This design comes from an exercise in tuning for small area, a short achievable clock period and few clock cycles on the open sky130 flow, not from production work. RTL that was checked went through simulation tests only; none was proved equivalent to the original. Function not checked in runs 1, 4 and 5: the RTL went through the layout flow alone. No run shown here takes its clock network from TritonCTS; it comes from the design's own scripts or RTL. The flow treats the clock pin as an ideal source. Dropping or thinning the clock tree relies on that and would not hold on a real chip. Power is estimated from default activity; no workload was simulated.

===== flow/flow/run.sh =====
#!/bin/bash
# The standard layout (standard.sh, unchanged synthesis) with two changes:
#  - the port buffers are buf_1 (buf_2 on outputs, see below) instead of
#    the delay cells buffer_ports picks by default;
#  - clock tree: manual_cts.tcl replaces TritonCTS's H-tree with a balanced
#    two-level tree (the port drives 4 clkbuf_8, each driving 2 clkbuf_16
#    that drive one eighth of the registers, split by position), and
#    before it each output port buffer, the gate in front of it and the
#    flip-flops feeding that gate are given the next drive strength.
# The tool output goes to standard.log in this folder.
set -euo pipefail
here=$(pwd)
{
  echo 'export BUFFER_PORTS_ARGS = -buffer_cell sky130_fd_sc_hd__buf_1'
  echo "export PRE_CTS_TCL = $here/flow/manual_cts.tcl"
  echo 'export MAN_CTS_LEAVES = 8'
  echo 'export MAN_CTS_MIDS = 4'
  echo 'export MAN_CTS_LEAF_CELL = sky130_fd_sc_hd__clkbuf_16'
  echo 'export MAN_CTS_MID_CELL = sky130_fd_sc_hd__clkbuf_8'
  echo 'export MAN_SIZE_OUTPUTS = 1'
} >> "$FLOW_CONFIG"
bash standard.sh > standard.log 2>&1

===== flow/flow/manual_cts.tcl =====
# Clock tree: the clock port drives a few clkbuf_16, each driving the clock
# pins of one quarter of the registers (split by x, then by y), placed at
# the quarter's centre. Replaces TritonCTS's H-tree, which puts two levels
# of buffers between the port and the registers in a design this small.
proc man_cts_split {items key} {
  set sorted [lsort -real -index $key $items]
  set n [llength $sorted]
  set h [expr {$n / 2}]
  return [list [lrange $sorted 0 [expr {$h - 1}]] [lrange $sorted $h end]]
}

proc man_cts_build {nleaf nmid leaf_cell mid_cell} {
  set block [ord::get_db_block]
  set clk_net [$block findNet i_clk]
  set leaf_master [[ord::get_db] findMaster $leaf_cell]
  set mid_master [[ord::get_db] findMaster $mid_cell]
  set sinks {}
  foreach it [$clk_net getITerms] {
    set inst [$it getInst]
    set box [$inst getBBox]
    set x [expr {([$box xMin] + [$box xMax]) / 2.0}]
    set y [expr {([$box yMin] + [$box yMax]) / 2.0}]
    lappend sinks [list $it $x $y]
  }
  puts "manual cts: [llength $sinks] clock sinks"
  set groups [list $sinks]
  while {[llength $groups] < $nleaf} {
    set next {}
    foreach g $groups {
      # split along the longer side
      set xs {}; set ys {}
      foreach s $g { lappend xs [lindex $s 1]; lappend ys [lindex $s 2] }
      set dx [expr {[tcl::mathfunc::max {*}$xs] - [tcl::mathfunc::min {*}$xs]}]
      set dy [expr {[tcl::mathfunc::max {*}$ys] - [tcl::mathfunc::min {*}$ys]}]
      set key [expr {$dx >= $dy ? 1 : 2}]
      lappend next {*}[man_cts_split $g $key]
    }
    set groups $next
  }
  # leaves at their group centres; with nmid > 0, groups of leaves share a
  # mid buffer driven by the port, else the port drives the leaves
  set leaves {}
  set i 0
  foreach g $groups {
    set sx 0.0; set sy 0.0
    foreach s $g { set sx [expr {$sx + [lindex $s 1]}]; set sy [expr {$sy + [lindex $s 2]}] }
    set cx [expr {int($sx / [llength $g])}]
    set cy [expr {int($sy / [llength $g])}]
    set inst [odb::dbInst_create $block $leaf_master "clkbuf_man_$i"]
    set net [odb::dbNet_create $block "clknet_man_$i"]
    $net setSigType CLOCK
    [$inst findITerm X] connect $net
    foreach s $g {
      set it [lindex $s 0]
      $it disconnect
      $it connect $net
    }
    $inst setLocation $cx $cy
    $inst setPlacementStatus PLACED
    lappend leaves [list $inst $cx $cy]
    puts "manual cts: clkbuf_man_$i drives [llength $g] sinks at ($cx, $cy)"
    incr i
  }
  if {$nmid == 0} {
    foreach l $leaves { [[lindex $l 0] findITerm A] connect $clk_net }
    return
  }
  set per [expr {[llength $leaves] / $nmid}]
  for {set m 0} {$m < $nmid} {incr m} {
    set part [lrange $leaves [expr {$m * $per}] [expr {($m + 1) * $per - 1}]]
    set sx 0.0; set sy 0.0
    foreach l $part { set sx [expr {$sx + [lindex $l 1]}]; set sy [expr {$sy + [lindex $l 2]}] }
    set cx [expr {int($sx / [llength $part])}]
    set cy [expr {int($sy / [llength $part])}]
    set inst [odb::dbInst_create $block $mid_master "clkbuf_man_mid_$m"]
    set net [odb::dbNet_create $block "clknet_man_mid_$m"]
    $net setSigType CLOCK
    [$inst findITerm A] connect $clk_net
    [$inst findITerm X] connect $net
    foreach l $part { [[lindex $l 0] findITerm A] connect $net }
    $inst setLocation $cx $cy
    $inst setPlacementStatus PLACED
    puts "manual cts: clkbuf_man_mid_$m drives [llength $part] leaves at ($cx, $cy)"
  }
}

rename clock_tree_synthesis orfs_clock_tree_synthesis
proc clock_tree_synthesis {args} {
  if {[info exists ::env(MAN_SIZE_OUTPUTS)] && $::env(MAN_SIZE_OUTPUTS)} { man_size_outputs }
  man_cts_build $::env(MAN_CTS_LEAVES) $::env(MAN_CTS_MIDS) $::env(MAN_CTS_LEAF_CELL) $::env(MAN_CTS_MID_CELL)
}

# Output paths: upsize each output port buffer (to buf_2), the gate in front
# of it and the flip-flops feeding that gate (drive strength only; the cell
# functions stay).
proc man_upsize {inst from to} {
  set m [$inst getMaster]
  if {[$m getName] eq $from} {
    set nm [[ord::get_db] findMaster $to]
    $inst swapMaster $nm
    return 1
  }
  return 0
}

proc man_driver_inst {iterm} {
  set net [$iterm getNet]
  if {$net eq "NULL" || $net eq ""} { return "" }
  foreach it [$net getITerms] {
    if {[$it isOutputSignal]} { return [$it getInst] }
  }
  return ""
}

proc man_size_outputs {} {
  set block [ord::get_db_block]
  set n 0
  foreach bt [$block getBTerms] {
    if {[$bt getIoType] ne "OUTPUT"} { continue }
    set net [$bt getNet]
    set buf ""
    foreach it [$net getITerms] { if {[$it isOutputSignal]} { set buf [$it getInst] } }
    if {$buf eq ""} { continue }
    incr n [man_upsize $buf sky130_fd_sc_hd__buf_1 sky130_fd_sc_hd__buf_2]
    set g [man_driver_inst [$buf findITerm A]]
    if {$g eq ""} { continue }
    set gm [[$g getMaster] getName]
    if {[string match *dfxtp_1 $gm]} {
      incr n [man_upsize $g sky130_fd_sc_hd__dfxtp_1 sky130_fd_sc_hd__dfxtp_2]
      continue
    }
    incr n [man_upsize $g sky130_fd_sc_hd__and2_1 sky130_fd_sc_hd__and2_2]
    foreach it [$g getITerms] {
      if {![$it isInputSignal]} { continue }
      set f [man_driver_inst $it]
      if {$f eq ""} { continue }
      incr n [man_upsize $f sky130_fd_sc_hd__dfxtp_1 sky130_fd_sc_hd__dfxtp_2]
    }
  }
  puts "manual sizing: $n cells upsized on output paths"
}

===== flow/standard.sh =====
#!/bin/bash
# synth_recipe.tcl (not shown) runs the flow's synth.tcl, then flattens the netlist and writes it again
# the make line also repeats each setting of config.mk as NAME=value (left out here)
make -C /OpenROAD-flow-scripts/flow DESIGN_CONFIG=/design/flow/config.mk WORK_HOME=/design/flow/orfs CLKGATE_MAP_FILE= SYNTH_SCRIPT=/design/flow/synth_recipe.tcl "${@:-finish}"

===== flow/config.mk =====
export PLATFORM = sky130hd
export DESIGN_NAME = conv_input_feeder
export DESIGN_NICKNAME = conv_input_feeder
export VERILOG_FILES = /design/flow/design.v
export SDC_FILE = /design/flow/constraint.sdc
export NUM_CORES = 4
export LEC_CHECK = 0
export CAP_MARGIN = 20
export CORE_MARGIN = 2
export CORE_UTILIZATION = 60
export SLEW_MARGIN = 20
export BUFFER_PORTS_ARGS = -buffer_cell sky130_fd_sc_hd__buf_1
export PRE_CTS_TCL = /design/flow/flow/manual_cts.tcl
export MAN_CTS_LEAVES = 8
export MAN_CTS_MIDS = 4
export MAN_CTS_LEAF_CELL = sky130_fd_sc_hd__clkbuf_16
export MAN_CTS_MID_CELL = sky130_fd_sc_hd__clkbuf_8
export MAN_SIZE_OUTPUTS = 1

===== flow/constraint.sdc =====
create_clock -name core_clock -period 10.0 [get_ports {i_clk}]
set_input_delay 2.0000 -clock core_clock [delete_from_list [all_inputs] [get_ports {i_clk}]]
set_output_delay 2.0000 -clock core_clock [all_outputs]
set_load 0.01 [all_outputs]

===== flow/design.v =====
package conv_feed_pkg;
    localparam int PIX_W        = 8;
    localparam int PIX_PER_WORD = 8;
    localparam int SRAM_W       = PIX_W * PIX_PER_WORD;
    localparam int WIN_ROWS     = 3;
    localparam int TAPS         = WIN_ROWS * WIN_ROWS;
    localparam int DIM_W        = 8;
    localparam int COL_W        = $clog2(PIX_PER_WORD);
    localparam logic [1:0] SLOT_ABOVE = 2'd0;
    localparam logic [1:0] SLOT_BELOW = 2'd2;
    typedef logic signed [PIX_W-1:0] pixel_t;
    typedef logic [SRAM_W-1:0] sram_word_t;
    typedef struct packed {
        logic [DIM_W-1:0] height;
        logic [DIM_W-1:0] width;
        logic [DIM_W-1:0] channel;
    } geom_t;
    typedef struct packed {
        logic       valid;
        logic [1:0] slot;
        logic       pad;
        logic       col_end;
        logic       run_end;
    } load_t;
    typedef logic [TAPS*PIX_W-1:0] window_t;
    typedef struct packed {
        logic [TAPS-1:0] valid;
        window_t         taps;
        logic            last;
    } feed_t;
    function automatic logic [PIX_W-1:0] pix_at(input logic [SRAM_W-1:0] w, input logic [COL_W-1:0] p);
        pix_at = w[p*PIX_W +: PIX_W];
    endfunction
endpackage
`timescale 1ns/100ps
module delay_line #(
    parameter int W     = 1,
    parameter int DEPTH = 1
) (
    input  logic i_clk,
    input  logic i_rst,
    input  logic [W-1:0] i_d,
    output logic [W-1:0] o_q
);
    if (DEPTH == 0) begin : g_pass
        assign o_q = i_d;
    end else begin : g_chain
        logic [W-1:0] stage [DEPTH];
        always_ff @(posedge i_clk) begin
            if (i_rst) begin
                for (int i = 0; i < DEPTH; i++) begin
                    stage[i] <= '0;
                end
            end else begin
                stage[0] <= i_d;
                for (int i = 1; i < DEPTH; i++) begin
                    stage[i] <= stage[i-1];
                end
            end
        end
        assign o_q = stage[DEPTH-1];
    end
endmodule
`timescale 1ns/100ps
module tap_skew (
    input  logic                      i_clk,
    input  logic                      i_rst,
    input  conv_feed_pkg::window_t    i_win,
    input  logic                      i_win_valid,
    input  logic                      i_win_last,
    output conv_feed_pkg::feed_t      o_feed
);
    localparam int TAPS = conv_feed_pkg::TAPS;
    conv_feed_pkg::window_t taps_d;
    logic [TAPS-1:0]        valid_d;
    logic                   last_d;
    for (genvar k = 0; k < TAPS; k++) begin : g_tap
        delay_line #(
            .W     (conv_feed_pkg::PIX_W),
            .DEPTH (k)
        ) u_pix (
            .i_clk (i_clk),
            .i_rst (i_rst),
            .i_d   (i_win[k*conv_feed_pkg::PIX_W +: conv_feed_pkg::PIX_W]),
            .o_q   (taps_d[k*conv_feed_pkg::PIX_W +: conv_feed_pkg::PIX_W])
        );
        delay_line #(
            .W     (1),
            .DEPTH (k)
        ) u_stb (
            .i_clk (i_clk),
            .i_rst (i_rst),
            .i_d   (i_win_valid),
            .o_q   (valid_d[k])
        );
    end
    delay_line #(
        .W     (1),
        .DEPTH (TAPS - 1)
    ) u_last (
        .i_clk (i_clk),
        .i_rst (i_rst),
        .i_d   (i_win_last),
        .o_q   (last_d)
    );
    assign o_feed = {valid_d, taps_d, last_d};
endmodule
`timescale 1ns/100ps
module window_builder (
    input  logic                          i_clk,
    input  logic                          i_rst,
    input  conv_feed_pkg::load_t          i_tag,
    input  conv_feed_pkg::sram_word_t     i_rd_data,
    output conv_feed_pkg::window_t        o_win,
    output logic                          o_win_valid,
    output logic                          o_win_last
);
    localparam int ROWS  = conv_feed_pkg::WIN_ROWS;
    localparam int COL_W = conv_feed_pkg::COL_W;
    localparam logic [COL_W-1:0] X_LAST = COL_W'(conv_feed_pkg::PIX_PER_WORD - 1);
    conv_feed_pkg::sram_word_t cur  [ROWS];
    conv_feed_pkg::sram_word_t nxt  [ROWS];
    conv_feed_pkg::pixel_t     left [ROWS];
    conv_feed_pkg::window_t    win_next;
    logic             running;
    logic             start_pend;
    logic [COL_W-1:0] x;
    logic             nxt_col_end;
    logic             nxt_run_end;
    logic             cur_col_end;
    logic             cur_run_end;
    logic             shift;
    assign shift = start_pend || (running && x == X_LAST);
    always_comb begin
        win_next = '0;
        for (int i = 0; i < ROWS; i++) begin
            if (x == '0) begin
                win_next[(ROWS*i)*conv_feed_pkg::PIX_W +: conv_feed_pkg::PIX_W] = left[i];
            end else begin
                win_next[(ROWS*i)*conv_feed_pkg::PIX_W +: conv_feed_pkg::PIX_W] = conv_feed_pkg::pix_at(cur[i], x - 1'b1);
            end
            win_next[(ROWS*i+1)*conv_feed_pkg::PIX_W +: conv_feed_pkg::PIX_W] = conv_feed_pkg::pix_at(cur[i], x);
            if (x != X_LAST) begin
                win_next[(ROWS*i+2)*conv_feed_pkg::PIX_W +: conv_feed_pkg::PIX_W] = conv_feed_pkg::pix_at(cur[i], x + 1'b1);
            end else if (!cur_col_end) begin
                win_next[(ROWS*i+2)*conv_feed_pkg::PIX_W +: conv_feed_pkg::PIX_W] = conv_feed_pkg::pix_at(nxt[i], '0);
            end
        end
    end
    always_ff @(posedge i_clk) begin
        if (i_rst) begin
            running     <= 1'b0;
            start_pend  <= 1'b0;
            x           <= '0;
            nxt_col_end <= 1'b0;
            nxt_run_end <= 1'b0;
            cur_col_end <= 1'b0;
            cur_run_end <= 1'b0;
            o_win_valid <= 1'b0;
            o_win_last  <= 1'b0;
        end else begin
            start_pend  <= i_tag.valid && i_tag.slot == conv_feed_pkg::SLOT_BELOW && !running;
            o_win_valid <= running;
            o_win_last  <= running && x == X_LAST && cur_run_end;
            if (i_tag.valid) begin
                nxt_col_end <= i_tag.col_end;
                nxt_run_end <= i_tag.run_end;
            end
            if (start_pend) begin
                running     <= 1'b1;
                x           <= '0;
                cur_col_end <= nxt_col_end;
                cur_run_end <= nxt_run_end;
            end else if (running) begin
                x <= x + 1'b1;
                if (x == X_LAST) begin
                    cur_col_end <= nxt_col_end;
                    cur_run_end <= nxt_run_end;
                    if (cur_col_end) begin
                        running <= 1'b0;
                    end
                end
            end
        end
    end
    always_ff @(posedge i_clk) begin
        if (i_tag.valid) begin
            nxt[i_tag.slot] <= i_tag.pad ? '0 : i_rd_data;
        end
        if (shift) begin
            for (int i = 0; i < ROWS; i++) begin
                cur[i] <= nxt[i];
                if (start_pend || cur_col_end) begin
                    left[i] <= '0;
                end else begin
                    left[i] <= conv_feed_pkg::pix_at(cur[i], X_LAST);
                end
            end
        end
        o_win <= win_next;
    end
endmodule
`timescale 1ns/100ps
module addr_sequencer #(
    parameter int ADDR_W = 16
) (
    input  logic                         i_clk,
    input  logic                         i_rst,
    input  logic                         i_start,
    input  conv_feed_pkg::geom_t         i_geom,
    input  logic                         i_done,
    output logic                         o_rd_en,
    output logic [ADDR_W-1:0]            o_rd_addr,
    output conv_feed_pkg::load_t         o_tag,
    output logic                         o_busy
);
    localparam int CYC_W = conv_feed_pkg::COL_W;
    localparam int DIM_W = conv_feed_pkg::DIM_W;
    localparam logic [CYC_W-1:0] CYC_LAST = CYC_W'(conv_feed_pkg::PIX_PER_WORD - 1);
    localparam logic [CYC_W-1:0] PRE_LAST = CYC_W'(conv_feed_pkg::WIN_ROWS - 1);
    conv_feed_pkg::geom_t geom;
    logic                 busy;
    logic                 active;
    logic                 prefetch;
    logic [CYC_W-1:0]     cyc;
    logic [DIM_W-1:0]     row;
    logic [DIM_W-1:0]     col;
    logic [ADDR_W-1:0]    row_addr;
    logic [3*DIM_W-1:0]   chan_base;
    logic [DIM_W-1:0]     fetch_col;
    logic [1:0]           slot;
    logic [ADDR_W-1:0]    slot_addr;
    logic                 last_col;
    logic                 last_row;
    logic                 fetch;
    logic                 pad;
    logic                 accept;
    assign chan_base = i_geom.channel * i_geom.height * i_geom.width;
    assign accept   = i_start && !o_busy;
    assign last_col = (col == geom.width - 1'b1);
    assign last_row = (row == geom.height - 1'b1);
    assign slot     = cyc[1:0];
    assign fetch_col = prefetch ? '0 : col + 1'b1;
    assign fetch     = active && (prefetch || (cyc <= PRE_LAST && !last_col));
    assign pad = (slot == conv_feed_pkg::SLOT_ABOVE && row == '0) ||
                 (slot == conv_feed_pkg::SLOT_BELOW && last_row);
    always_comb begin
        case (slot)
            conv_feed_pkg::SLOT_ABOVE: slot_addr = row_addr - ADDR_W'(geom.width);
            conv_feed_pkg::SLOT_BELOW: slot_addr = row_addr + ADDR_W'(geom.width);
            default:                   slot_addr = row_addr;
        endcase
    end
    assign o_rd_addr = slot_addr + ADDR_W'(fetch_col);
    assign o_rd_en   = fetch && !pad;
    assign o_busy    = busy && !i_done;
    always_ff @(posedge i_clk) begin
        if (i_rst) begin
            busy     <= 1'b0;
            active   <= 1'b0;
            prefetch <= 1'b0;
            cyc      <= '0;
            row      <= '0;
            col      <= '0;
            o_tag    <= '0;
        end else begin
            o_tag.valid   <= fetch;
            o_tag.slot    <= slot;
            o_tag.pad     <= pad;
            o_tag.col_end <= (fetch_col == geom.width - 1'b1);
            o_tag.run_end <= (fetch_col == geom.width - 1'b1) && last_row;
            if (accept) begin
                busy     <= 1'b1;
                active   <= 1'b1;
                prefetch <= 1'b1;
                cyc      <= '0;
                row      <= '0;
                col      <= '0;
            end else begin
                if (i_done) begin
                    busy <= 1'b0;
                end
                if (active) begin
                    if (prefetch) begin
                        if (cyc == PRE_LAST) begin
                            prefetch <= 1'b0;
                            cyc      <= '0;
                        end else begin
                            cyc <= cyc + 1'b1;
                        end
                    end else if (cyc == CYC_LAST) begin
                        cyc <= '0;
                        if (!last_col) begin
                            col <= col + 1'b1;
                        end else if (last_row) begin
                            active <= 1'b0;
                        end else begin
                            row      <= row + 1'b1;
                            col      <= '0;
                            prefetch <= 1'b1;
                        end
                    end else begin
                        cyc <= cyc + 1'b1;
                    end
                end
            end
        end
    end
    always_ff @(posedge i_clk) begin
        if (accept) begin
            geom     <= i_geom;
            row_addr <= ADDR_W'(chan_base);
        end else if (active && !prefetch && cyc == CYC_LAST && last_col) begin
            row_addr <= row_addr + ADDR_W'(geom.width);
        end
    end
endmodule
`timescale 1ns/100ps
module conv_input_feeder (
    input  logic                          i_clk,
    input  logic                          i_rst,
    input  logic                          i_start,
    input  logic [23:0]                   i_geom,
    output logic                          o_rd_en,
    output logic [15:0]                   o_rd_addr,
    input  logic [63:0]                   i_rd_data,
    output logic [81:0]                   o_feed,
    output logic                          o_busy,
    output logic                          o_done
);
    logic        busy;
    logic        idle;        
    logic        done;
    logic        mode_a;      
    logic        mode_b;      
    logic        b_first;     
    logic [2:0]  p8;
    logic [7:0]  g_h;         
    logic [7:0]  g_c;         
    logic [7:0]  acc;         
    logic [15:0] raddr;       
    logic        op_clr;      
    logic        op_prod;
    logic        op_ones;
    logic        op_run;
    logic        op_neg;
    logic        op_cin;
    logic        gen;         
    logic [7:0]  cw;          
    logic        row0;        
    logic        z2;          
    logic [3:1]  ed;          
    logic [7:6]  ed_hi;
    logic [8:1]  vd;          
    logic [8:0]  en;          
    logic        last;
    logic [31:0] s0, s2;      
    logic [15:0] s1;
    logic        accept;
    logic        e0;
    logic        z2_nx;
    logic        busy_nx;
    logic        a_last;      
    logic        b_last;      
    logic        mode_a_nx;
    logic        mode_b_nx;
    logic [2:0]  p8_nx;
    logic [7:0]  cw_dec;
    logic [7:0]  hbits;       
    logic [7:0]  wbits;       
    logic [15:0] mcand;
    logic [15:0] add_a;
    logic [15:0] add_b;
    logic [16:0] raddr_sum;
    logic [15:0] quarter;
    assign accept    = i_start && idle;
    assign e0        = gen ? (p8 == 3'd7 && cw == 8'd0) : 1'b1;
    assign z2_nx     = (p8 == 3'd6) ? (g_h == 8'd1) : z2;
    assign busy_nx   = accept || (busy && !last);
    assign cw_dec    = cw - 8'd1;
    assign hbits     = s2[31:24];
    assign wbits     = s2[23:16];
    assign mcand     = {acc, g_c};
    assign a_last    = mode_a && hbits[7:1] == 7'd0;
    assign b_last    = mode_b && wbits[7:1] == 7'd0;
    assign mode_a_nx = accept || (mode_a && !a_last);
    assign mode_b_nx = a_last || (mode_b && !b_last);
    assign p8_nx     = b_last ? 3'd0 : p8 + 3'd1;
    always_ff @(posedge i_clk) begin
        if (i_rst) begin
            busy    <= 1'b0;
            idle    <= 1'b1;
            done    <= 1'b0;
            mode_a  <= 1'b0;
            mode_b  <= 1'b0;
            gen     <= 1'b0;
            vd      <= '0;
            last    <= 1'b0;
        end else begin
            busy    <= busy_nx;
            idle    <= !busy_nx;
            done    <= last;
            last    <= vd[7] && !vd[6];
            vd      <= {vd[7:1], gen};
            mode_a  <= mode_a_nx;
            mode_b  <= mode_b_nx;
            if (b_last) begin
                gen <= 1'b1;
            end else if (gen && p8 == 3'd7 && cw == 8'd0 && g_h == 8'd1) begin
                gen <= 1'b0;
            end
        end
    end
    always_ff @(posedge i_clk) begin
        p8      <= p8_nx;
        b_first <= a_last;
        if (idle) begin
            g_h <= i_geom[23:16];
        end else if (gen && p8 == 3'd7 && cw == 8'd0) begin
            g_h <= g_h - 8'd1;
        end
        if (idle) begin
            acc <= 8'd0;
            g_c <= i_geom[7:0];
        end else if (b_last) begin
            g_c <= cw_dec;
        end else if (mode_b && b_first) begin
            {acc, g_c} <= {raddr[14:0], 1'b0};
        end else if (mode_a || mode_b) begin
            {acc, g_c} <= {mcand[14:0], 1'b0};
        end
        if (idle) begin
            cw <= i_geom[15:8];
        end else if (b_last) begin
            cw <= cw_dec;
        end else if (gen && p8 == 3'd7) begin
            cw <= (cw == 8'd0) ? g_c : cw_dec;
        end
        op_clr  <= accept || (a_last && !wbits[0]);
        op_prod <= (accept && i_geom[16]) || (mode_a && !a_last && hbits[1]) ||
                   (mode_b && !b_last && wbits[1]);
        op_ones <= a_last;
        op_run  <= !mode_a_nx && !mode_b_nx;
        op_neg  <= p8_nx[0] ^ p8_nx[1];
        op_cin  <= !mode_a_nx && !mode_b_nx &&
                   (p8_nx == 3'd0 || p8_nx == 3'd1 || p8_nx == 3'd3 ||
                    p8_nx == 3'd4 || p8_nx == 3'd6);
        raddr <= raddr_sum[16:1];
    end
    assign add_a = raddr & {16{!op_clr}};
    assign add_b = ({16{op_prod}} & mcand)
                 | {16{op_ones}}
                 | ({16{op_run}} & ({{8{op_neg}}, g_c ^ {8{op_neg}}}));
    assign raddr_sum = {add_a, 1'b1} + {add_b, op_cin};
    assign o_rd_addr = raddr;
    assign o_rd_en   = busy;       
    always_ff @(posedge i_clk) begin
        if (b_last) begin
            row0 <= 1'b1;
        end else if (gen && p8 == 3'd7 && cw == 8'd0) begin
            row0 <= 1'b0;
        end
        ed    <= {ed[2:1], e0};
        ed_hi <= {ed_hi[6], !en[5]};
        if (p8 == 3'd6) z2 <= (g_h == 8'd1);
        en[0] <= !(e0    || row0);
        en[1] <= !row0;
        en[2] <= !(ed[1] || row0);
        en[3] <= !ed[3];
        en[4] <= 1'b1;
        en[5] <= en[3];
        en[6] <= !(ed_hi[6] || z2_nx);
        en[7] <= !z2_nx;
        en[8] <= !(ed_hi[7] || z2_nx);
    end
    always_comb begin
        case (p8[2:1])
            2'd0:    quarter = i_rd_data[63:48];
            2'd1:    quarter = i_rd_data[15:0];
            2'd2:    quarter = i_rd_data[31:16];
            default: quarter = i_rd_data[47:32];
        endcase
    end
    always_ff @(posedge i_clk) begin
        s1[15:8] <= quarter[15:8];
        s1[7:0]  <= p8[0] ? quarter[7:0] : s1[15:8];
        s0[31:24] <= p8[2] ? i_rd_data[63:56] : i_rd_data[31:24];
        if (p8[1:0] == 2'd0) s0[23:0] <= p8[2] ? i_rd_data[55:32] : i_rd_data[23:0];
        else                 s0[23:0] <= s0[31:8];
        if (idle)        s2[31:24] <= i_geom[23:16];
        else if (mode_a) s2[31:24] <= {1'b0, hbits[7:1]};
        else             s2[31:24] <= p8[2] ? i_rd_data[31:24] : i_rd_data[63:56];
        if (idle)                  s2[23:16] <= i_geom[15:8];
        else if (mode_a)           s2[23:16] <= wbits;
        else if (mode_b)           s2[23:16] <= {1'b0, wbits[7:1]};
        else if (p8[1:0] == 2'd2)  s2[23:16] <= p8[2] ? i_rd_data[23:16] : i_rd_data[55:48];
        else                       s2[23:16] <= s2[31:24];
        if (p8[1:0] == 2'd2) s2[15:0] <= p8[2] ? i_rd_data[15:0] : i_rd_data[47:32];
        else                 s2[15:0] <= s2[23:8];
    end
    logic [71:0] taps;
    always_comb begin
        for (int j = 0; j < 3; j++) begin
            taps[(0+j)*8 +: 8] = s0[7:0] & {8{en[0+j]}};
            taps[(3+j)*8 +: 8] = s1[7:0] & {8{en[3+j]}};
            taps[(6+j)*8 +: 8] = s2[7:0] & {8{en[6+j]}};
        end
    end
    assign o_feed = {vd, gen, taps, last};
    assign o_busy = busy;
    assign o_done = done;
endmodule

==> results of run 1 <==
==> critical path, delay by kind of cell (launching register included) <==
family / cells / cell delay (ns)
AOI/OAI and AO/OA: 5 / 1.31
adders and majority gates: 1 / 0.39
DFF: 1 / 0.88
buffers and inverters: 1 / 0.06
and+or+nand+nor: 2 / 0.37
==> state kept, by name, summed over array words and instances, names as in the netlist, 2 cells and up <==
| register | count |
|---|---|
| p8 | 3 |
| s1 | 16 |
| s0 | 32 |
| vd | 8 |
| s2 | 32 |
| g_h | 8 |
| ed_hi | 2 |
| raddr | 16 |
| en | 8 |
| cw | 8 |
| ed | 3 |
| acc | 8 |
| g_c | 8 |
==> per-layer routing <==
metal / up-vias / share of wire (%)
met1: 3140 / 44
li1: 3439 / -
met2: 212 / 48
met5: - / 0
met3: 34 / 5.1
met4: 0 / 3.0
==> kinds of logic after synthesis <==
kind of cell / Yosys count
xor+xnor: 27
flops: 167
mux: 96
fa+ha+maj: 25
compound gates: 185
simple gates: 320
buf+inv: 88
==> layout by cell type (no fill, tap or decap), drive strengths merged, types with 9 or more instances in the layout <==
| cell type | Yosys | routed |
|---|---|---|
| buf | 21 | 196 |
| dfxtp | 135 | 135 |
| nor2 | 94 | 94 |
| nand2 | 79 | 79 |
| mux2i | 73 | 73 |
| a21oi | 72 | 72 |
| and2 | 67 | 67 |
| o21ai | 47 | 47 |
| inv | 32 | 32 |
| edfxtp | 32 | 32 |
| nor2b | 25 | 25 |
| ha | 24 | 24 |
| mux2 | 23 | 23 |
| xnor2 | 20 | 20 |
| nand3 | 20 | 20 |
| a211oi | 16 | 16 |
| clkbuf | 34 | 12 |
| nand2b | 10 | 10 |
| a311oi | 9 | 9 |
==> final timing paths <==
path | endpoint | startpoint | depth (start not counted)
worst max register to register | raddr[9] | op_ones | 9
worst min-delay path | ed[3] | ed[2] | 0
worst min register to register | ed[3] | ed[2] | 0
worst max-delay path | raddr[9] | op_ones | 9
==> through the flow <==
step                      cells  setup slack (ns)  hold WS, ns  cell area [um2]  utilization, %
after detailed placement   1228              6.89        0.317             9020            65.7
after CTS                  1240              6.87        0.317             9560            69.7
after global placement     1228              6.88        0.320             9020            65.7
after floorplan             908              7.23        0.310             8320               -
after global routing       1240              6.63        0.343             9560            69.7
final                      1240              6.88        0.340             9560            69.7
==> power by group through the flow <==
stage,sequential (uW),combinational (uW),clock (uW)
2_1_floorplan,979,669,0
3_3_place_gp,1030,840,0
3_5_place_dp,1030,848,0
4_1_cts,1050,892,300
5_1_grt,1060,983,404
6_report,1040,891,376
==> cell type report <==
| class | count | share of cell area (%) |
|---|---|---|
| buffer | 12 | 2.67 |
| inverter | 32 | 1.26 |
| multi-input combinational | 653 | 45.3 |
| sequential | 167 | 39.2 |
| tap | 180 | 2.36 |
| timing repair buffer | 196 | 9.22 |
==> reports/summary.txt, run 1 <==
Initial DRC count: 328
Peak supply drop: 0.164 mV
Synth Area in XOR/XNOR: 2.84%
Initial antenna violation count: 0
Clk pwr share: 16.3%
Status: no timing/DRC/antenna violations
Worst-path clk slew: 0.09 ns
Post-layout min period: 3.12 ns
Most used cell, CP: o21ai_0
Synthesized-area fraction occupied by and/or/nand/nor cells: 19.0%
Hold crit path type: reg -> reg
Share of power burned in registers: 45.0%
Critical-path maximum fanout: 24
Crit path cell chain: a211o_1, inv_1, fa_1, nand2b_1, a211oi_1, o21ai_0, o21ai_0, a2111oi_0, nand4b_1
Cell taking the most area after synthesis: dfxtp_1
Adder-cell share of the synthesized area: 3.85%
Vert. Die Dim: 122 um
Gpl congestion: 0.864
Vias in the first global route: 6,171
Antenna-violating nets left: 0
# resized after CTS: 0
Setup bufs post-CTS: 0
Pwr Total: 2310 uW
Syn_nets: 1,024
Largest family of logic cells by synthesized area: simple AND/OR/NAND/NOR gates
Core box area: 13,700 um2
Global-route wire length before repair: 32,700 um
Pint: 1490 uW
Ant. Diodes: 0
Crit path kind: reg -> reg
EDFF count, synth: 32
Nets: 1,178
DRT Wirelength: 21,500 um
Share of the synthesized area in the top cell type: 32.5%
P_leak: 0.00435 uW
Share of flip-flops with an asynchronous set or reset: 0%
CTS hold repair buffers: 0
Grt met2 use: 49.4%
Main area contributors after synthesis: dfxtp_1 (32%), edfxtp_1 (12%), mux2i_1 (8.8%), and2_1 (5.0%), a21oi_1 (4.3%)
Final setup viols: 0
Global route hottest layer: met2
WL per Instance: 17.3 um
CP required: 10.17 ns
GRT Util Overall: 27.9%
M1 GR Usage: 36.3%
Multi-input gate area: 4330 um2
Register area share after synthesis: 44.0%
Worst Path Arrival: 3.30 ns
Syn_area_per_cell: 9.17 um2
Slowest CP cell: dfxtp_1
FF-to-FF setup slack: 6.88 ns
FF+latch count, synth: 167
Crit end category: register
Final period util: 31.2%
Dominant synthesized flop cell: dfxtp_1
YS warnings: 1
DR DRC count: 0
Max-cap viol count: 0
Mapped cell area: 8320 um2
Comb pwr share: 38.7%
Starting Density: 60.7%
Fmax: 320 MHz
Vias: 6,825
Post-synthesis mux area share: 11.9%
Slew margin rel.: 43.4%
Startpoint types: register
Post-synth cell types: 59
Actual slew at the worst max-slew pin: 0.848 ns
Seq. cell area: 3740 um2
Fin. Hold Viols: 0
Net Switching: 817 uW
Clock latency (worst-skew pair): 0.30 ns
Largest net degree at the start of global routing: 87
Max-slew violations: 0
Post-synth top cells: dfxtp_1 (135), nor2_1 (94), nand2_1 (78)
P&R area growth vs syn: 14.8%
Die Width: 122 um
Via/cell ratio: 5.50
Synth Instances: 908
Row Count: 43
Pwr Density: 241 nW/um2
Post-DP HPWL: 16,100 um
Fillers: 1,162
Num ports: 192
CP max stage delay: 0.88 ns
Layout cells sized above 1: 25.8%
Compound-Gate Fraction of Synth Area: 13.5%
Final setup TNS: 0 ns
Switch share: 35.4%
Unrepaired setup endpoints after global routing: no
Met3 Use GR: 2.86%
Count leader, synth: dfxtp_1
Grt ovf: 0
DRT Pass-1 Iters: 4
Skew final: 0.0212 ns
Port Buffer Count: 191
Full die area: 14,800 um2
==> run 2: changes to the inputs <==
--- a/flow/design.v
+++ b/flow/design.v
@@ -341,7 +341,6 @@
     logic [15:0] raddr;       
     logic        op_clr;      
     logic        op_prod;
-    logic        op_ones;
     logic        op_run;
     logic        op_neg;
     logic        op_cin;
@@ -439,17 +438,15 @@
         op_clr  <= accept || (a_last && !wbits[0]);
         op_prod <= (accept && i_geom[16]) || (mode_a && !a_last && hbits[1]) ||
                    (mode_b && !b_last && wbits[1]);
-        op_ones <= a_last;
         op_run  <= !mode_a_nx && !mode_b_nx;
         op_neg  <= p8_nx[0] ^ p8_nx[1];
-        op_cin  <= !mode_a_nx && !mode_b_nx &&
+        op_cin  <= !mode_a_nx && !mode_b_nx && !b_last &&
                    (p8_nx == 3'd0 || p8_nx == 3'd1 || p8_nx == 3'd3 ||
                     p8_nx == 3'd4 || p8_nx == 3'd6);
         raddr <= raddr_sum[16:1];
     end
     assign add_a = raddr & {16{!op_clr}};
     assign add_b = ({16{op_prod}} & mcand)
-                 | {16{op_ones}}
                  | ({16{op_run}} & ({{8{op_neg}}, g_c ^ {8{op_neg}}}));
     assign raddr_sum = {add_a, 1'b1} + {add_b, op_cin};
     assign o_rd_addr = raddr;
==> reports/summary.txt, run 2 <==
Dominant synthesized flop cell: dfxtp_1
Worst Path Arrival: 1.01 ns (-2.29 ns)
CP max stage delay: 0.42 ns (-0.46 ns)
Share of the synthesized area in the top cell type: 32.5% (about the same)
EDFF count, synth: 32 (unchanged)
Leading cell types in the layout, fill and taps excluded: buf_2 (101), buf_1 (90), nand2_1 (81), nor2_1 (77)
Share of power burned in registers: 44.4% (-0.6 points)
Final setup viols: 0 (unchanged)
Crit path kind: reg -> out
Gpl congestion: 0.890 (+3.0%)
Net Switching: 817 uW (about the same)
Row Count: 43 (unchanged)
Pint: 1480 uW (-0.37%)
Pwr Total: 2300 uW (-0.21%)
Main area contributors after synthesis: dfxtp_1 (33%), edfxtp_1 (12%), mux2i_1 (9.1%), and2_1 (5.0%), a21oi_1 (4.6%)
Clock latency (worst-skew pair): 0.29 ns (about the same)
Max-cap viol count: 0 (unchanged)
Count leader, synth: dfxtp_1
P&R area growth vs syn: 14.7% (about the same)
Core box area: 13,700 um2 (unchanged)
Switch share: 35.5% (+0.10 points)
Final setup TNS: 0 ns (unchanged)
Num ports: 192 (unchanged)
Port Buffer Count: 191 (unchanged)
FF+latch count, synth: 167 (unchanged)
Post-layout min period: 3.01 ns (-0.108 ns)
Starting Density: 60.6% (about the same)
Max-slew violations: 0 (unchanged)
Syn_area_per_cell: 9.24 um2 (+0.80%)
Vert. Die Dim: 122 um (about the same)
# resized after CTS: 0 (unchanged)
Cell taking the most area after synthesis: dfxtp_1
Die Width: 122 um (about the same)
Full die area: 14,800 um2 (about the same)
Global-route wire length before repair: 32,000 um (-2.1%)
DR DRC count: 0 (unchanged)
GRT Util Overall: 27.3% (-0.58 points)
Comb pwr share: 39.1% (+0.4 points)
Slowest CP cell: dfxtp_2
Worst-path clk slew: 0.08 ns (about the same)
Register area share after synthesis: 44.1% (about the same)
Via/cell ratio: 5.55 (+0.77%)
Antenna-violating nets left: 0 (unchanged)
Commonest non-fill, non-tap cell in the layout: buf_2
Syn_nets: 1,016 (-0.78%)
WL per Instance: 17.1 um (-1.4%)
Grt ovf: 0 (unchanged)
Clk pwr share: 16.5% (+0.2 points)
CP required: 8.00 ns (-2.17 ns)
Crit path cell chain: and2_2, buf_2
Vias: 6,822 (-0.044%)
Pwr Density: 241 nW/um2 (about the same)
YS warnings: 1 (unchanged)
Share of flip-flops with an asynchronous set or reset: 0% (unchanged)
Setup bufs post-CTS: 0 (unchanged)
Peak supply drop: 0.148 mV (-9.6%)
Critical-path maximum fanout: 9 (-63%)
Fmax: 332 MHz (+3.6%)
Synth Instances: 900 (-0.88%)
Post-DP HPWL: 16,000 um (-1.1%)
Status: no timing/DRC/antenna violations
DRT Pass-1 Iters: 5 (+1)
Largest net degree at the start of global routing: 80 (-8.0%)
Non-Filler Instances: 1,230 (-0.81%)
Hold crit path type: reg -> reg
Fillers: 1,123 (-3.4%)
CP top delay family: flip-flops
Slew margin rel.: 36.8% (-6.6 points)
Initial DRC count: 495 (+51%)
Post-synth top cells: dfxtp_1 (135), nand2_1 (81), nor2_1 (77)
Top flop regs: s0: 32 flops, s2: 32 flops
WP buf/inv: 1 (unchanged)
Layout cells sized above 1: 26.0% (+0.15 points)
DRT Wirelength: 21,000 um (-2.2%)
Startpoint types: register
Initial antenna violation count: 0 (unchanged)
P_leak: 0.00431 uW (-1.0%)
Final period util: 30.1% (-1.1 points)
Skew final: 0.00723 ns (-0.0140 ns)
Mapped cell area: 8320 um2 (about the same)
Vias in the first global route: 6,056 (-1.9%)
Nets: 1,168 (-0.85%)
Fin. Hold Viols: 0 (unchanged)
Actual slew at the worst max-slew pin: 0.948 ns (+0.0997 ns)
Post-synth cell types: 51 (-14%)
Unrepaired setup endpoints after global routing: no
Ant. Diodes: 0 (unchanged)
Crit end category: output pin
CTS hold repair buffers: 0 (unchanged)
Placed cell count: 1,218 (-0.81%)
run 2: worst paths after layout:
path | startpoint | endpoint | slack, ns | depth (start not counted)
max | en[5] | o_feed[43] | 6.99 | 2
min | ed[2] | ed[3] | 0.33 | 0
max reg2reg | op_clr | raddr[12] | 7.03 | 8
min reg2reg | ed[2] | ed[3] | 0.33 | 0
run 2: cell families (layout without fill, tap and decap cells):
family / count (synthesis) / after routing / share of synthesized area (%)
buffers and inverters: 88 / 238 / 4.91
muxes: 100 / 100 / 12.4
xor gates and xnor gates: 33 / 33 / 3.48
AOI/OAI and AO/OA: 185 / 185 / 13.2
and+or+nand+nor: 302 / 302 / 18.1
adders and majority gates: 25 / 25 / 3.85
DFF: 167 / 167 / 44.1
run 2: stage by stage:
stage,setup WS (ns),area (um2),hold WS [ns],utilization [%]
floorplan,7.23,8320,0.310,-
global placement,6.91,9000,0.312,65.6
detailed placement,6.88,9000,0.312,65.6
global route,6.73,9540,0.336,69.5
CTS,6.88,9540,0.312,69.5
finish,6.99,9540,0.333,69.5
run 2: routing by layer:
layer / routed length (um) / vias to the layer above / track usage (%) / share of wire, %
li1: - / 3402 / - / -
met4: 146 / 0 / 1.94 / 0.70
met1: 10000 / 3171 / 42.7 / 48
met3: 1380 / 13 / 2.34 / 6.6
met5: 0 / - / 0 / 0
met2: 9420 / 236 / 43.2 / 45
run 2: power by group through the flow:
stage	clock network [uW]	logic (uW)	registers [uW]
after floorplan	0	659	977
after global placement	0	845	1020
after detailed placement	0	853	1020
after CTS	300	897	1040
after global routing	406	994	1040
final	379	900	1020
run 2: layout make-up:
class	count	area, um2	area share, %
flip-flops and latches	167	3740	39.2
repair buffers	196	881	9.23
multi-input cells	645	4320	45.3
inverters	30	113	1.18
plain buffers	12	255	2.68
well taps	180	225	2.36
Testbench counts of run 2, summed over its fixed seeds: cycles 58,660.
==> run 3: changes to the inputs <==
--- a/flow/flow/run.sh
+++ b/flow/flow/run.sh
@@ -6,7 +6,8 @@
 #    two-level tree (the port drives 4 clkbuf_8, each driving 2 clkbuf_16
 #    that drive one eighth of the registers, split by position), and
 #    before it each output port buffer, the gate in front of it and the
-#    flip-flops feeding that gate are given the next drive strength.
+#    flip-flops feeding that gate, and flip-flops with a large fanout, are
+#    given a larger drive strength.
 # The tool output goes to standard.log in this folder.
 set -euo pipefail
 here=$(pwd)
--- a/flow/flow/manual_cts.tcl
+++ b/flow/flow/manual_cts.tcl
@@ -91,8 +91,8 @@
 }
 
 # Output paths: upsize each output port buffer (to buf_2), the gate in front
-# of it and the flip-flops feeding that gate (drive strength only; the cell
-# functions stay).
+# of it and the flip-flops feeding that gate; also flip-flops with a large
+# fanout (drive strength only; the cell functions stay).
 proc man_upsize {inst from to} {
   set m [$inst getMaster]
   if {[$m getName] eq $from} {
@@ -138,4 +138,21 @@
     }
   }
   puts "manual sizing: $n cells upsized on output paths"
+  # flip-flops driving many loads
+  set n 0
+  foreach inst [$block getInsts] {
+    set m [[$inst getMaster] getName]
+    if {![string match *__dfxtp_* $m]} { continue }
+    set q [$inst findITerm Q]
+    set net [$q getNet]
+    if {$net eq "NULL" || $net eq ""} { continue }
+    set fo [expr {[llength [$net getITerms]] - 1}]
+    if {$fo >= 12} {
+      incr n [man_upsize $inst sky130_fd_sc_hd__dfxtp_1 sky130_fd_sc_hd__dfxtp_4]
+      incr n [man_upsize $inst sky130_fd_sc_hd__dfxtp_2 sky130_fd_sc_hd__dfxtp_4]
+    } elseif {$fo >= 6} {
+      incr n [man_upsize $inst sky130_fd_sc_hd__dfxtp_1 sky130_fd_sc_hd__dfxtp_2]
+    }
+  }
+  puts "manual sizing: $n flip-flops with large fanout upsized"
 }
==> reports/summary.txt, run 3 <==
Dominant synthesized flop cell: dfxtp_1
Share of flip-flops with an asynchronous set or reset: 0% (unchanged)
Via/cell ratio: 5.56 (+0.21%)
Hold Path Stages: 0 (unchanged)
Vias in the first global route: 6,057 (+0.017%)
Mapped cell area: 8320 um2 (unchanged)
Crit path cell chain: and2_2, buf_2
WP buf/inv: 1 (unchanged)
Commonest non-fill, non-tap cell in the layout: buf_2
Pint: 1480 uW (+0.10%)
Comb pwr share: 39.2% (about the same)
Post-synth top cells: dfxtp_1 (135), nand2_1 (81), nor2_1 (77)
Peak supply drop: 0.149 mV (+0.75%)
Fmax: 332 MHz (about the same)
Crit end category: output pin
Reg2reg path depth: 5 (-3)
Startpoint types: register
CP required: 8.00 ns (about the same)
P&R area growth vs syn: 15.0%
Final core occ: 69.7% (+0.16 points)
# resized after CTS: 0 (unchanged)
Full die area: 14,800 um2 (unchanged)
Placed cell count: 1,218 (unchanged)
Vias: 6,836 (+0.21%)
Syn_nets: 1,016 (unchanged)
FF+latch count, synth: 167 (unchanged)
Post-DP HPWL: 16,000 um (unchanged)
Critical path depth: 2 (unchanged)
Clk pwr share: 16.4% (about the same)
Fin. Hold Viols: 0 (unchanged)
CTS hold repair buffers: 0 (unchanged)
Multi-input gate area: 4320 um2 (unchanged)
Initial DRC count: 617 (+25%)
Vert. Die Dim: 122 um (unchanged)
Worst-path clk slew: 0.08 ns (about the same)
Critical-path maximum fanout: 9 (unchanged)
CP top delay family: flip-flops
Grt ovf: 0 (unchanged)
Final setup viols: 0 (unchanged)
Hold crit path type: reg -> reg
Syn_area_per_cell: 9.24 um2 (unchanged)
Fillers: 1,130 (+0.62%)
Ant. Diodes: 0 (unchanged)
Initial antenna violation count: 0 (unchanged)
Setup bufs post-CTS: 0 (unchanged)
Share of power burned in registers: 44.4% (about the same)
Gpl congestion: 0.890 (unchanged)
EDFF count, synth: 32 (unchanged)
DR DRC count: 0 (unchanged)
Num ports: 192 (unchanged)
Largest net degree at the start of global routing: 80 (unchanged)
Share of the synthesized area in the top cell type: 32.5% (unchanged)
DRT Wirelength: 21,000 um (+0.16%)
Status: no timing/DRC/antenna violations
Net Switching: 819 uW (+0.14%)
Max-slew violations: 0 (unchanged)
Final period util: 30.1% (about the same)
Antenna-violating nets left: 0 (unchanged)
Synth Instances: 900 (unchanged)
Top flop regs: s0: 32 flops, s2: 32 flops
Actual slew at the worst max-slew pin: 0.967 ns (+0.0190 ns)
Pwr Total: 2300 uW (+0.12%)
P_leak: 0.00431 uW (about the same)
Pwr Density: 241 nW/um2 (-0.12%)
Layout cells sized above 1: 26.8% (+0.76 points)
Switch share: 35.5% (about the same)
Core box area: 13,700 um2 (unchanged)
Die Width: 122 um (unchanged)
Leading cell types in the layout, fill and taps excluded: buf_2 (101), buf_1 (90), nand2_1 (81), nor2_1 (77)
Register area share after synthesis: 44.1% (unchanged)
GRT Util Overall: 27.3% (about the same)
Row Count: 43 (unchanged)
CP max stage delay: 0.42 ns (about the same)
WL per Instance: 17.1 um (+0.16%)
Count leader, synth: dfxtp_1
Clock latency (worst-skew pair): 0.29 ns (about the same)
Starting Density: 60.6% (unchanged)
Final setup TNS: 0 ns (unchanged)
Seq. cell area: 3770 um2 (+0.60%)
Global-route wire length before repair: 32,000 um (+0.11%)
Cell taking the most area after synthesis: dfxtp_1
Skew final: 0.00803 ns (+0.000800 ns)
Post-layout min period: 3.01 ns (-0.00189 ns)
Main area contributors after synthesis: dfxtp_1 (33%), edfxtp_1 (12%), mux2i_1 (9.1%), and2_1 (5.0%), a21oi_1 (4.6%)
Unrepaired setup endpoints after global routing: no
Post-synth cell types: 51 (unchanged)
Worst Path Arrival: 1.01 ns (about the same)
Non-Filler Instances: 1,230 (unchanged)
Crit path kind: reg -> out
Port Buffer Count: 191 (unchanged)
Slowest CP cell: dfxtp_2
YS warnings: 1 (unchanged)
DRT Pass-1 Iters: 5 (unchanged)
Max-cap viol count: 0 (unchanged)
Slew margin rel.: 35.6% (-1.3 points)
Nets: 1,168 (unchanged)
run 3: cell counts after synthesis:
Identical to the previous run, type by type.
run 3: layout make-up:
class	instances	area share, %
multi-input combinational	645	45.2
sequential	167	39.4
timing repair buffer	196	9.21
buffer	12	2.67
tap	180	2.35
inverter	30	1.18
run 3: routing by layer:
layer / GRT usage [%] / vias to the layer above / routed length, um
met2: 43.3 / 236 / 9410
met1: 42.6 / 3188 / 10100
met4: 1.94 / 0 / 146
met3: 2.34 / 13 / 1360
li1: - / 3399 / -
met5: 0 / - / 0
run 3: final timing paths:
path,startpoint,end,slack [ns]
setup reg to reg,s2[20],cw[4],7.08
hold / removal,ed[2],ed[3],0.33
setup / recovery,en[5],o_feed[43],6.99
hold reg to reg,ed[2],ed[3],0.33
run 3: metrics by stage:
| stage | setup WS, ns | instance area, um2 | hold slack (ns) |
|---|---|---|---|
| finish | 6.99 | 9560 | 0.333 |
| global route | 6.90 | 9560 | 0.336 |
| CTS | 6.88 | 9560 | 0.312 |
| detailed placement | 6.88 | 9000 | 0.312 |
| global placement | 6.91 | 9000 | 0.312 |
| floorplan | 7.23 | 8320 | 0.310 |
run 3: cells by family after synthesis:
| group | share of synthesized area (%) |
|---|---|
| DFF | 44.1 |
| adders and majority gates | 3.85 |
| muxes | 12.4 |
| AOI/OAI and AO/OA | 13.2 |
| buffers and inverters | 4.91 |
| xor gates and xnor gates | 3.48 |
| and+or+nand+nor | 18.1 |
run 3: power groups by stage:
stage	clock [uW]	combinational [uW]	sequential [uW]
after floorplan	0	659	977
after global placement	0	845	1020
after detailed placement	0	853	1020
after CTS	300	897	1040
after global routing	406	995	1040
final	378	902	1020
==> run 4: changes to the inputs <==
--- a/flow/design.v
+++ b/flow/design.v
@@ -361,6 +361,8 @@
     logic        busy_nx;
     logic        a_last;      
     logic        b_last;      
+    logic        go_now;      
+    logic        gen_go;      
     logic        mode_a_nx;
     logic        mode_b_nx;
     logic [2:0]  p8_nx;
@@ -384,7 +386,12 @@
     assign b_last    = mode_b && wbits[7:1] == 7'd0;
     assign mode_a_nx = accept || (mode_a && !a_last);
     assign mode_b_nx = a_last || (mode_b && !b_last);
-    assign p8_nx     = b_last ? 3'd0 : p8 + 3'd1;
+    assign go_now    = accept && i_geom[23:17] == 7'd0 && i_geom[15:9] == 7'd0;
+    assign gen_go    = go_now ||
+                       (mode_a && ((hbits[7:1] == 7'd1 && wbits[7:1] == 7'd0) ||
+                                   (hbits[7:1] == 7'd0 && wbits[7:1] == 7'd1))) ||
+                       (mode_b && wbits[7:3] == 5'd0 && wbits[2]);
+    assign p8_nx     = gen_go ? 3'd0 : p8 + 3'd1;
     always_ff @(posedge i_clk) begin
         if (i_rst) begin
             busy    <= 1'b0;
@@ -403,7 +410,7 @@
             vd      <= {vd[7:1], gen};
             mode_a  <= mode_a_nx;
             mode_b  <= mode_b_nx;
-            if (b_last) begin
+            if (gen_go) begin
                 gen <= 1'b1;
             end else if (gen && p8 == 3'd7 && cw == 8'd0 && g_h == 8'd1) begin
                 gen <= 1'b0;
@@ -422,15 +429,15 @@
             acc <= 8'd0;
             g_c <= i_geom[7:0];
         end else if (b_last) begin
-            g_c <= cw_dec;
+            g_c <= cw;
         end else if (mode_b && b_first) begin
             {acc, g_c} <= {raddr[14:0], 1'b0};
         end else if (mode_a || mode_b) begin
             {acc, g_c} <= {mcand[14:0], 1'b0};
         end
         if (idle) begin
-            cw <= i_geom[15:8];
-        end else if (b_last) begin
+            cw <= go_now ? 8'd0 : i_geom[15:8];
+        end else if (gen_go) begin
             cw <= cw_dec;
         end else if (gen && p8 == 3'd7) begin
             cw <= (cw == 8'd0) ? g_c : cw_dec;
@@ -440,7 +447,7 @@
                    (mode_b && !b_last && wbits[1]);
         op_run  <= !mode_a_nx && !mode_b_nx;
         op_neg  <= p8_nx[0] ^ p8_nx[1];
-        op_cin  <= !mode_a_nx && !mode_b_nx && !b_last &&
+        op_cin  <= !mode_a_nx && !mode_b_nx &&
                    (p8_nx == 3'd0 || p8_nx == 3'd1 || p8_nx == 3'd3 ||
                     p8_nx == 3'd4 || p8_nx == 3'd6);
         raddr <= raddr_sum[16:1];
@@ -452,7 +459,7 @@
     assign o_rd_addr = raddr;
     assign o_rd_en   = busy;       
     always_ff @(posedge i_clk) begin
-        if (b_last) begin
+        if (gen_go) begin
             row0 <= 1'b1;
         end else if (gen && p8 == 3'd7 && cw == 8'd0) begin
             row0 <= 1'b0;
==> reports/summary.txt, run 4 <==
Status: no timing/DRC/antenna violations
Syn_area_per_cell: 9.10 um2 (-1.5%)
Largest net degree at the start of global routing: 79 (-1.3%)
Worst r2r src: s2[28]
Share of flip-flops with an asynchronous set or reset: 0% (unchanged)
Clock latency (worst-skew pair): 0.29 ns (about the same)
Main area contributors after synthesis: dfxtp_1 (32%), edfxtp_1 (11%), mux2i_1 (7.3%), and2_1 (4.8%), mux2_2 (4.8%)
Multi-input gate area: 4540 um2 (+5.1%)
DR DRC count: 0 (unchanged)
# resized after CTS: 0 (unchanged)
Worst setup path startpoint: i_geom[13]
Dominant synthesized flop cell: dfxtp_1
GRT Util Overall: 27.6% (+0.25 points)
P&R area growth vs syn: 15.0% (about the same)
Die Width: 123 um (+1.2%)
Hold Path Stages: 0 (unchanged)
Worst-path clk slew: 0.09 ns (about the same)
DRT Wirelength: 21,900 um (+4.2%)
Max-slew violations: 0 (unchanged)
Unrepaired setup endpoints after global routing: no
Vias in the first global route: 6,140 (+1.4%)
YS warnings: 1 (unchanged)
Syn_nets: 1,052 (+3.5%)
Count leader, synth: dfxtp_1
Starting Density: 61.3% (+0.74 points)
Skew final: 0.0112 ns (+0.00319 ns)
Share of the synthesized area in the top cell type: 31.7% (-0.76 points)
Post-synth cell types: 56 (+9.8%)
Post-synth top cells: dfxtp_1 (135), nor2_1 (92), nand2_1 (79)
P_leak: 0.00435 uW (+0.85%)
Row Count: 43 (unchanged)
Post-route cell area: 9790 um2 (+2.4%)
Post-layout min period: 3.85 ns (+0.841 ns)
Vert. Die Dim: 123 um (+1.2%)
Register area share after synthesis: 43.0% (-1.0 points)
Crit end category: register
Placed cell area: 9240 um2 (+2.6%)
Slew margin rel.: 30.9% (-4.7 points)
Initial DRC count: 572 (-7.3%)
Max-cap viol count: 0 (unchanged)
WL per Instance: 17.3 um (+1.2%)
Gpl congestion: 0.915 (+2.8%)
Port Buffer Count: 191 (unchanged)
CTS hold repair buffers: 0 (unchanged)
Fmax: 260 MHz (-22%)
Final setup viols: 0 (unchanged)
Seq. cell area: 3770 um2 (unchanged)
Initial antenna violation count: 0 (unchanged)
Crit path kind: in -> reg
Full die area: 15,200 um2 (+2.3%)
Post-DP HPWL: 16,700 um (+4.7%)
DRT Pass-1 Iters: 5 (unchanged)
Startpoint types: input pin
Leading cell types in the layout, fill and taps excluded: buf_2 (101), nor2_1 (92), buf_1 (90), nand2_1 (79), dfxtp_1 (65)
Nets: 1,204 (+3.1%)
Cell taking the most area after synthesis: dfxtp_1
Fillers: 1,147 (+1.5%)
Final setup TNS: 0 ns (unchanged)
EDFF count, synth: 32 (unchanged)
Top flop regs: s0: 32 flops, s2: 32 flops
Synth Instances: 936 (+4.0%)
Mapped cell area: 8520 um2 (+2.4%)
Critical-path maximum fanout: 6 (-3)
Num ports: 192 (unchanged)
Fin. Hold Viols: 0 (unchanged)
Ant. Diodes: 0 (unchanged)
Final period util: 38.5% (+8.4 points)
Core box area: 13,900 um2 (+1.2%)
Commonest non-fill, non-tap cell in the layout: buf_2
Hold_sp: ed[2]
Via/cell ratio: 5.63 (+1.4%)
Antenna-violating nets left: 0 (unchanged)
CP required: 10.18 ns (+2.18 ns)
Vias: 7,132 (+4.3%)
Pwr Density: 243 nW/um2 (+0.82%)
Reg2reg path depth: 9 (+4)
Actual slew at the worst max-slew pin: 1.04 ns (+0.0706 ns)
Worst Path Arrival: 4.03 ns (+3.02 ns)
Grt ovf: 0 (unchanged)
Peak supply drop: 0.139 mV (-7.2%)
Layout cells sized above 1: 27.2% (+0.40 points)
Global-route wire length before repair: 32,700 um (+2.2%)
Setup bufs post-CTS: 0 (unchanged)
FF+latch count, synth: 167 (unchanged)
Hold crit path type: reg -> reg
-- run 4: cell types whose count changed after synthesis, moves of 4 or more --
cell / before / now
a221oi_1: 4 / 0
nand3_1: 20 / 30
a211o_1: 0 / 4
a211oi_1: 15 / 7
mux2i_1: 76 / 62
mux2_2: 24 / 36
a21oi_1: 76 / 61
o21ai_0: 52 / 56
nor2_1: 77 / 92
nor4_1: 4 / 8
-- run 4: final timing paths --
path	endpoint	slack [ns]
worst min-delay path	ed[3]	0.34
worst min register to register	ed[3]	0.34
worst max-delay path	op_cin	6.15
worst max register to register	op_cin	7.27
-- run 4: per-layer routing --
| layer | up-vias | share of wire [%] | wire, um | track usage [%] |
|---|---|---|---|---|
| met3 | 32 | 7.5 | 1640 | 3.04 |
| met4 | 0 | 2.1 | 449 | 4.97 |
| met1 | 3275 | 45 | 9940 | 40.2 |
| met5 | - | 0 | 0 | 0 |
| met2 | 285 | 45 | 9860 | 44.8 |
| li1 | 3540 | - | - | - |
-- run 4: final cells by class --
type	instances	area share [%]
tap	180	2.30
timing repair buffer	196	8.99
sequential	167	38.5
buffer	12	2.61
multi-input combinational	678	46.4
inverter	33	1.26
-- run 4: through the flow --
step	util [%]	instances	worst slack, ns	power, uW	hold WS [ns]
6_report	70.6	1266	6.15	2380	0.335
5_1_grt	70.6	1266	6.02	2520	0.339
4_1_cts	70.6	1266	5.88	2310	0.316
3_5_place_dp	66.5	1254	5.89	1950	0.316
3_3_place_gp	66.5	1254	5.94	1940	0.311
2_1_floorplan	-	936	6.52	1710	0.310
-- run 4: worst max-delay path, stage by stage --
cell	delay (ns)
buf_1	0.11
nor4_1	0.45
nand4_1	0.28
o21ai_0	0.34
buf_4	0.26
nor2_1	0.06
ha_1	0.17
nand2_1	0.05
o21ai_0	0.08
o31a_1	0.24
-- run 4: cell families (layout without fill, tap and decap cells) --
family / Yosys count / after routing / synth area share (%)
AOI/OAI and AO/OA: 186 / 186 / 13.6
xor gates and xnor gates: 29 / 29 / 2.98
adders and majority gates: 25 / 25 / 3.76
buffers and inverters: 91 / 241 / 4.57
DFF: 167 / 167 / 43.0
muxes: 101 / 101 / 12.4
and+or+nand+nor: 337 / 337 / 19.6
-- run 4: power breakdown --
part	internal, uW	switching (uW)	total (uW)
logic	423	454	877
clock network	180	197	377
registers	920	204	1120
==> run 5: changes to the inputs <==
--- a/flow/design.v
+++ b/flow/design.v
@@ -361,7 +361,6 @@
     logic        busy_nx;
     logic        a_last;      
     logic        b_last;      
-    logic        go_now;      
     logic        gen_go;      
     logic        mode_a_nx;
     logic        mode_b_nx;
@@ -386,11 +385,10 @@
     assign b_last    = mode_b && wbits[7:1] == 7'd0;
     assign mode_a_nx = accept || (mode_a && !a_last);
     assign mode_b_nx = a_last || (mode_b && !b_last);
-    assign go_now    = accept && i_geom[23:17] == 7'd0 && i_geom[15:9] == 7'd0;
-    assign gen_go    = go_now ||
-                       (mode_a && ((hbits[7:1] == 7'd1 && wbits[7:1] == 7'd0) ||
-                                   (hbits[7:1] == 7'd0 && wbits[7:1] == 7'd1))) ||
-                       (mode_b && wbits[7:3] == 5'd0 && wbits[2]);
+    assign gen_go    = !gen &&
+                       ((mode_a && ((hbits[7:1] == 7'd1 && wbits[7:1] == 7'd0) ||
+                                    (hbits[7:1] == 7'd0 && wbits[7:1] <= 7'd1))) ||
+                        (mode_b && wbits[7:3] == 5'd0 && wbits[2]));
     assign p8_nx     = gen_go ? 3'd0 : p8 + 3'd1;
     always_ff @(posedge i_clk) begin
         if (i_rst) begin
@@ -436,7 +434,7 @@
             {acc, g_c} <= {mcand[14:0], 1'b0};
         end
         if (idle) begin
-            cw <= go_now ? 8'd0 : i_geom[15:8];
+            cw <= i_geom[15:8];
         end else if (gen_go) begin
             cw <= cw_dec;
         end else if (gen && p8 == 3'd7) begin
@@ -445,9 +443,9 @@
         op_clr  <= accept || (a_last && !wbits[0]);
         op_prod <= (accept && i_geom[16]) || (mode_a && !a_last && hbits[1]) ||
                    (mode_b && !b_last && wbits[1]);
-        op_run  <= !mode_a_nx && !mode_b_nx;
+        op_run  <= !mode_a_nx && !mode_b_nx && !(gen && !vd[1]);
         op_neg  <= p8_nx[0] ^ p8_nx[1];
-        op_cin  <= !mode_a_nx && !mode_b_nx &&
+        op_cin  <= !mode_a_nx && !mode_b_nx && !(gen && !vd[1]) &&
                    (p8_nx == 3'd0 || p8_nx == 3'd1 || p8_nx == 3'd3 ||
                     p8_nx == 3'd4 || p8_nx == 3'd6);
         raddr <= raddr_sum[16:1];
--- a/flow/flow/manual_cts.tcl
+++ b/flow/flow/manual_cts.tcl
@@ -147,10 +147,10 @@
     set net [$q getNet]
     if {$net eq "NULL" || $net eq ""} { continue }
     set fo [expr {[llength [$net getITerms]] - 1}]
-    if {$fo >= 12} {
+    if {$fo >= 8} {
       incr n [man_upsize $inst sky130_fd_sc_hd__dfxtp_1 sky130_fd_sc_hd__dfxtp_4]
       incr n [man_upsize $inst sky130_fd_sc_hd__dfxtp_2 sky130_fd_sc_hd__dfxtp_4]
-    } elseif {$fo >= 6} {
+    } elseif {$fo >= 4} {
       incr n [man_upsize $inst sky130_fd_sc_hd__dfxtp_1 sky130_fd_sc_hd__dfxtp_2]
     }
   }
==> reports/summary.txt, run 5 <==
Register area share after synthesis: 42.7% (-0.33 points)
Synth Instances: 920 (-1.7%)
Startpoint types: register
Crit path cell chain: and2_2, buf_2
P&R area growth vs syn: 15.2%
Worst Path Arrival: 0.99 ns (-3.04 ns)
YS warnings: 1 (unchanged)
Worst-path clk slew: 0.08 ns (about the same)
Via/cell ratio: 5.74 (+1.9%)
CP required: 8.00 ns (-2.18 ns)
Crit end category: output pin
Fillers: 1,133 (-1.2%)
Syn_area_per_cell: 9.33 um2 (+2.5%)
Max-cap viol count: 0 (unchanged)
Ant. Diodes: 0 (unchanged)
Layout cells sized above 1: 26.8% (-0.34 points)
Vias in the first global route: 6,125 (-0.24%)
Unrepaired setup endpoints after global routing: no
Initial DRC count: 528 (-7.7%)
Core box area: 13,900 um2 (+0.39%)
Clock latency (worst-skew pair): 0.29 ns (about the same)
Pwr Density: 247 nW/um2 (+1.8%)
Peak supply drop: 0.157 mV (+14%)
Pwr Total: 2440 uW (+2.8%)
Critical-path maximum fanout: 8 (+2)
CTS hold repair buffers: 0 (unchanged)
Starting Density: 61.6% (+0.23 points)
DRT Pass-1 Iters: 5 (unchanged)
Row Count: 43 (unchanged)
Post-synth top cells: dfxtp_1 (135), nor2_1 (87), nand2_1 (78)
EDFF count, synth: 32 (unchanged)
Fmax: 335 MHz (+29%)
Global-route wire length before repair: 32,900 um (+0.63%)
Antenna-violating nets left: 0 (unchanged)
Non-Filler Instances: 1,250 (-1.3%)
Slew margin rel.: 53.4% (+23 points)
CP max stage delay: 0.37 ns (-0.08 ns)
Gpl congestion: 0.913 (-0.19%)
Commonest non-fill, non-tap cell in the layout: buf_2
WL per Instance: 18.1 um (+4.5%)
Share of flip-flops with an asynchronous set or reset: 0% (unchanged)
Post-DP HPWL: 17,100 um (+2.4%)
Setup bufs post-CTS: 0 (unchanged)
Share of the synthesized area in the top cell type: 31.5% (-0.24 points)
DRT Wirelength: 22,600 um (+3.2%)
Final core occ: 70.9% (+0.38 points)
Grt ovf: 0 (unchanged)
Dominant synthesized flop cell: dfxtp_1
Vert. Die Dim: 124 um (+0.37%)
Largest net degree at the start of global routing: 68 (-14%)
Leading cell types in the layout, fill and taps excluded: buf_2 (101), buf_1 (90), nor2_1 (87), nand2_1 (78), a21oi_1 (70)
Die Width: 124 um (+0.37%)
Initial antenna violation count: 0 (unchanged)
Syn_nets: 1,036 (-1.5%)
Skew final: 0.0145 ns (+0.00330 ns)
# resized after CTS: 0 (unchanged)
Post-synth cell types: 69 (+23%)
Mapped cell area: 8580 um2 (+0.76%)
Vias: 7,176 (+0.62%)
GRT Util Overall: 27.8% (+0.28 points)
Nets: 1,188 (-1.3%)
CP top delay family: flip-flops
Max-slew violations: 0 (unchanged)
Slowest CP cell: dfxtp_4
Port Buffer Count: 191 (unchanged)
Num ports: 192 (unchanged)
Main area contributors after synthesis: dfxtp_1 (31%), edfxtp_1 (11%), mux2i_1 (6.4%), and2_1 (4.8%), a21oi_1 (4.1%)
Crit path kind: reg -> out
Placed cell count: 1,238 (-1.3%)
DR DRC count: 0 (unchanged)
Final period util: 29.9% (-8.7 points)
Hold crit path type: reg -> reg
Cell taking the most area after synthesis: dfxtp_1
Post-layout min period: 2.99 ns (-0.866 ns)
Top flop regs: s0: 32 flops, s2: 32 flops
P_leak: 0.00427 uW (-1.8%)
Post-route cell area: 9890 um2 (+0.93%)
Status: no timing/DRC/antenna violations
Final setup viols: 0 (unchanged)
Full die area: 15,300 um2 (+0.73%)
Final setup TNS: 0 ns (unchanged)
Actual slew at the worst max-slew pin: 0.698 ns (-0.339 ns)
Fin. Hold Viols: 0 (unchanged)
Count leader, synth: dfxtp_1
WP buf/inv: 1 (-1)
Placed cell area: 9300 um2 (+0.68%)
FF+latch count, synth: 167 (unchanged)
[run 5: cell count changes in the layout (fill, tap and decap cells not counted), moves of 9 or more]
cell,delta
a21oi_1,+9
inv_1,-12
a211oi_1,+11
o21ai_0,-46
mux4_2,+9
o21ai_1,+36
dfxtp_4,+11
mux2_2,-27
dfxtp_2,-10
mux2_1,+12
[run 5: area by class of cell]
cell class | instances | area [um2] | area share, %
Inverter | 23 | 86.3 | 0.873
Buffer | 12 | 255 | 2.58
Sequential cell | 167 | 3790 | 38.4
Tap cell | 180 | 225 | 2.28
Timing Repair Buffer | 197 | 888 | 8.99
Multi-Input combinational cell | 671 | 4640 | 46.9
[run 5: logic make-up (layout without fill, tap and decap cells)]
kind of cell    Yosys count  in the layout  share of synthesized area, %
compound gates          199            199                          15.0
xor+xnor                 33             33                          3.37
fa+ha+maj                25             25                          3.73
buf+inv                  82            232                          4.21
flops                   167            167                          42.7
mux                      88             88                          11.9
simple gates            326            326                          19.1
[run 5: metrics by stage]
step	worst slack, ns	hold slack, ns
2_1_floorplan	7.19	0.310
3_3_place_gp	7.01	0.313
3_5_place_dp	7.00	0.314
4_1_cts	7.00	0.314
5_1_grt	6.99	0.349
6_report	7.01	0.338
[run 5: power by group]
| part | total (uW) | switching [uW] | leakage [uW] | internal, uW |
|---|---|---|---|---|
| logic | 960 | 498 | 0.00267 | 461 |
| registers | 1110 | 184 | 0.00147 | 922 |
| clock network | 378 | 198 | 0.000127 | 180 |
[run 5: final timing paths]
kind / start / slack, ns / endpoint / depth (start not counted)
min: ed[2] / 0.34 / ed[3] / 0
max: en[6] / 7.01 / o_feed[55] / 2
min reg2reg: ed[2] / 0.34 / ed[3] / 0
max reg2reg: g_c[0] / 7.19 / raddr[13] / 8
[run 5: worst reg2reg max path, delay by kind of cell (launching register included)]
family | cells | cell delay (ns)
XOR/XNOR | 2 | 0.35
flip-flops | 1 | 0.49
AO/OA/AOI/OAI | 5 | 1.49
adder cells (fa/ha/maj) | 1 | 0.42
[run 5: metal layers]
layer	up-vias	global-route usage (%)	part of all wire [%]	routed length, um
met3	29	3.11	6.8	1530
met1	3331	38.2	44	9870
met2	276	48.3	48	10800
met4	0	4.69	1.9	436
met5	-	0	0	0
li1	3540	-	-	-

Setup slack of run 5, layout unchanged: 7.013 ns with ideal ports, 6.941 ns with driving cells assumed (clock clkbuf_16, inputs buf_2), 6.978 ns with port delays also shifted by the 0.358 ns mid clock arrival.
